This design comes from an exercise in tuning for small area on the open sky130 flow, not from production work.
Only simulation tests tie the RTL to the original design; equivalence was not proved.
Power is estimated from default activity; no workload was simulated.

==> flow/design.v <==
module mem_arbiter_n #(
  parameter int NUM_CH  = 4,
  parameter int ADDR_W  = 32,
  parameter int LINE_W  = 256,
  parameter int BURST_W = 64
) (
  input  logic                       clk,
  input  logic                       reset_n,
  input  logic [NUM_CH-1:0]          ch_read_i,
  input  logic [NUM_CH-1:0]          ch_write_i,
  input  logic [NUM_CH*ADDR_W-1:0]   ch_addr_i,
  input  logic [NUM_CH*LINE_W-1:0]   ch_wline_i,
  output logic [LINE_W-1:0]          ch_rline_o,
  output logic [NUM_CH-1:0]          ch_resp_o,
  output logic                       stall_o,
  input  logic                       resp_i,
  input  logic [BURST_W-1:0]         burst_i,
  output logic [BURST_W-1:0]         burst_o,
  output logic [ADDR_W-1:0]          address_o,
  output logic                       read_o,
  output logic                       write_o
);
  localparam int BEATS = LINE_W / BURST_W;
  localparam int OFF_W = $clog2(LINE_W / 8);
  logic [NUM_CH-1:0] req;
  logic [NUM_CH-1:0] grant_q;     
  logic [NUM_CH-1:0] ptr;         
  logic [NUM_CH-1:0] grant_sel;   
  logic [BEATS-1:0]  beat_q;      
  logic              done_q;      
  logic              busy, idle;
  assign req  = ch_read_i | ch_write_i;
  assign busy = read_o | write_o;
  assign idle = ~busy & ~done_q;
  assign ptr  = {grant_q[NUM_CH-2:0], grant_q[NUM_CH-1]};
  always_comb begin
    logic found;
    grant_sel = '0;
    found     = 1'b0;
    for (int p = 0; p < NUM_CH; p++) begin
      if (ptr[p]) begin
        found = 1'b0;
        for (int j = 0; j < NUM_CH; j++) begin
          if (!found && req[(p + j) % NUM_CH]) begin
            grant_sel[(p + j) % NUM_CH] = 1'b1;
            found = 1'b1;
          end
        end
      end
    end
  end
  always_ff @(posedge clk or negedge reset_n) begin
    if (!reset_n) begin
      grant_q <= NUM_CH'(1) << (NUM_CH - 1);
      beat_q  <= BEATS'(1);
      done_q  <= 1'b0;
      read_o  <= 1'b0;
      write_o <= 1'b0;
    end else begin
      done_q <= busy & resp_i & beat_q[BEATS-1];
      if (idle) begin
        if (|req) begin
          grant_q <= grant_sel;
          write_o <= |(ch_write_i & grant_sel);
          read_o  <= ~|(ch_write_i & grant_sel);
        end
      end else if (busy & resp_i) begin
        beat_q <= {beat_q[BEATS-2:0], beat_q[BEATS-1]};
        if (beat_q[BEATS-1]) begin
          read_o  <= 1'b0;
          write_o <= 1'b0;
        end
      end
    end
  end
  assign ch_resp_o = done_q ? grant_q : '0;
  assign stall_o   = (|req) & ~done_q;
  logic [NUM_CH*BEATS-1:0] wsel;
  always_comb begin
    for (int c = 0; c < NUM_CH; c++)
      for (int k = 0; k < BEATS; k++) wsel[c*BEATS + k] = grant_q[c] & beat_q[k];
  end
  mem_arbiter_n_amux u_amux (
    .sel(grant_q),
    .d  (ch_addr_i),
    .o  (address_o[ADDR_W-1:OFF_W])
  );
  assign address_o[OFF_W-1:0] = '0;
  mem_arbiter_n_bmux u_bmux (
    .sel(wsel),
    .d  (ch_wline_i),
    .o  (burst_o)
  );
  always_ff @(posedge clk) begin
    for (int k = 0; k < BEATS - 1; k++)
      if (beat_q[k]) ch_rline_o[k*BURST_W +: BURST_W] <= burst_i;
    ch_rline_o[(BEATS-1)*BURST_W +: BURST_W] <= burst_i;
  end
endmodule
module mem_arbiter_n_amux (
  input  logic [3:0]   sel,
  input  logic [127:0] d,
  output logic [26:0]  o
);
  always_comb begin
    o = '0;
    for (int c = 0; c < 4; c++) o = o | ({27{sel[c]}} & d[c*32 + 5 +: 27]);
  end
endmodule
module mem_arbiter_n_bmux (
  input  logic [15:0]   sel,
  input  logic [1023:0] d,
  output logic [63:0]   o
);
  always_comb begin
    o = '0;
    for (int i = 0; i < 16; i++) o = o | ({64{sel[i]}} & d[i*64 +: 64]);
  end
endmodule
==> flow/config.mk <==
export PLATFORM = sky130hd
export DESIGN_NAME = mem_arbiter_n
export DESIGN_NICKNAME = mem_arbiter_n
export VERILOG_FILES = /design/flow/design.v
export SDC_FILE = /design/flow/constraint.sdc
export NUM_CORES = 4
export LEC_CHECK = 0
export CAP_MARGIN = 10
export CORE_AREA = 14 14 296 296
export DIE_AREA = 0 0 310 310
export SLEW_MARGIN = 10
==> flow/constraint.sdc <==
create_clock -name core_clock -period 5.0 [get_ports {clk}]
set_input_delay 1.0000 -clock core_clock [delete_from_list [all_inputs] [get_ports {clk}]]
set_output_delay 1.0000 -clock core_clock [all_outputs]
set_load 0.01 [all_outputs]
standard.sh (not shown) runs the stock make flow with config.mk's settings and CLKGATE_MAP_FILE= SYNTH_SCRIPT=/design/flow/synth_recipe.tcl, a recipe that flattens the netlist after the stock synthesis.
==> flow/flow/run.sh <==
#!/bin/bash
# Standard ORFS layout with these changes to how it is made:
#  - the two one-hot multiplexer modules are mapped by hand to a222oi-based gate netlists
#    (flow/handmap.py) before the standard synthesis script runs; every register is
#    synthesized as in the standard synthesis;
#  - the port buffers are the smallest buffer cell (buffer_ports -buffer_cell sky130_fd_sc_hd__buf_1);
#  - pins may sit on every routing track (place_pins -min_distance 1 track), so the die can be small;
#  - clock tree from clkbuf_4, without dummy loads.
set -euo pipefail
python3 flow/handmap.py design.v design_hand.v > handmap.log 2>&1
bash standard.sh \
  "VERILOG_FILES=$PWD/design_hand.v" \
  "BUFFER_PORTS_ARGS=-buffer_cell sky130_fd_sc_hd__buf_1" \
  "PLACE_PINS_ARGS=-min_distance 1 -min_distance_in_tracks" \
  "CTS_ARGS=-sink_clustering_enable -repair_clock_nets -dont_use_dummy_load -buf_list {sky130_fd_sc_hd__clkbuf_4}" \
  finish > standard_flow.log 2>&1
Other scripts of this flow, unchanged in this note and not shown: flow/flow/handmap.py
The baseline ran to the end with no violations.
Change:
--- a/flow/design.v
+++ b/flow/design.v
@@ -92,9 +92,11 @@
     .o  (burst_o)
   );
   always_ff @(posedge clk) begin
     for (int k = 0; k < BEATS - 1; k++)
-      if (beat_q[k]) ch_rline_o[k*BURST_W +: BURST_W] <= burst_i;
+      ch_rline_o[k*BURST_W +: BURST_W] <=
+          ({BURST_W{beat_q[k]}} & burst_i) |
+          ({BURST_W{|(beat_q & ~(BEATS'(1) << k))}} & ch_rline_o[k*BURST_W +: BURST_W]);
     ch_rline_o[(BEATS-1)*BURST_W +: BURST_W] <= burst_i;
   end
 endmodule
 module mem_arbiter_n_amux (
The changed run passed the timing, design-rule and antenna checks.
Non-clock buffer count came out lower by 13.
Sequential share of layout area came out lower by 8.9 points.
Critical path depth came out lower by 2.
Clock power came out higher by about 3%.
Register-to-register slack got worse by 0.55 ns.
Cell count came out higher by 5.4%.
Power came out lower by 20%.
Via count came out higher by 8.9%.
Routed wire length came out higher by 0.54%.
Area after synthesis is about the same.
Utilization came out lower by 0.30 points.
Worst hold slack got worse by 0.072 ns.
Worst setup slack improved by 0.063 ns.

-- port drivers added, routing unchanged --
In the flow no input, the clock included, has a driving cell. The finished layouts below were timed again as built, in two steps. Step 1 (the two cells are an assumption about what drives the block):
set clk [get_ports {clk}]
set_driving_cell -lib_cell sky130_fd_sc_hd__clkbuf_16 $clk
set_driving_cell -lib_cell sky130_fd_sc_hd__buf_2 [delete_from_list [all_inputs] $clk]
Step 2 moves the port delays by t, midway between the first and last clock arrival at a register: inputs arrive t later, outputs are due t later. That takes back most of the time a late clock gives input paths. Slacks: ideal / step 1 / step 2; pairs: ideal / step 1.
run	t (ns)	slack for setup (ns)	worst setup path at the end	slew at the worst register clock pin (ns)	cell pins on the clock port's net
the first run	0.709	0.294 / 0.259 / 0.968	register to output	0.07 / 0.07	1
the second run	0.734	0.356 / 0.317 / 1.051	register to output	0.08 / 0.08	1
After both steps every run listed still meets setup and hold.
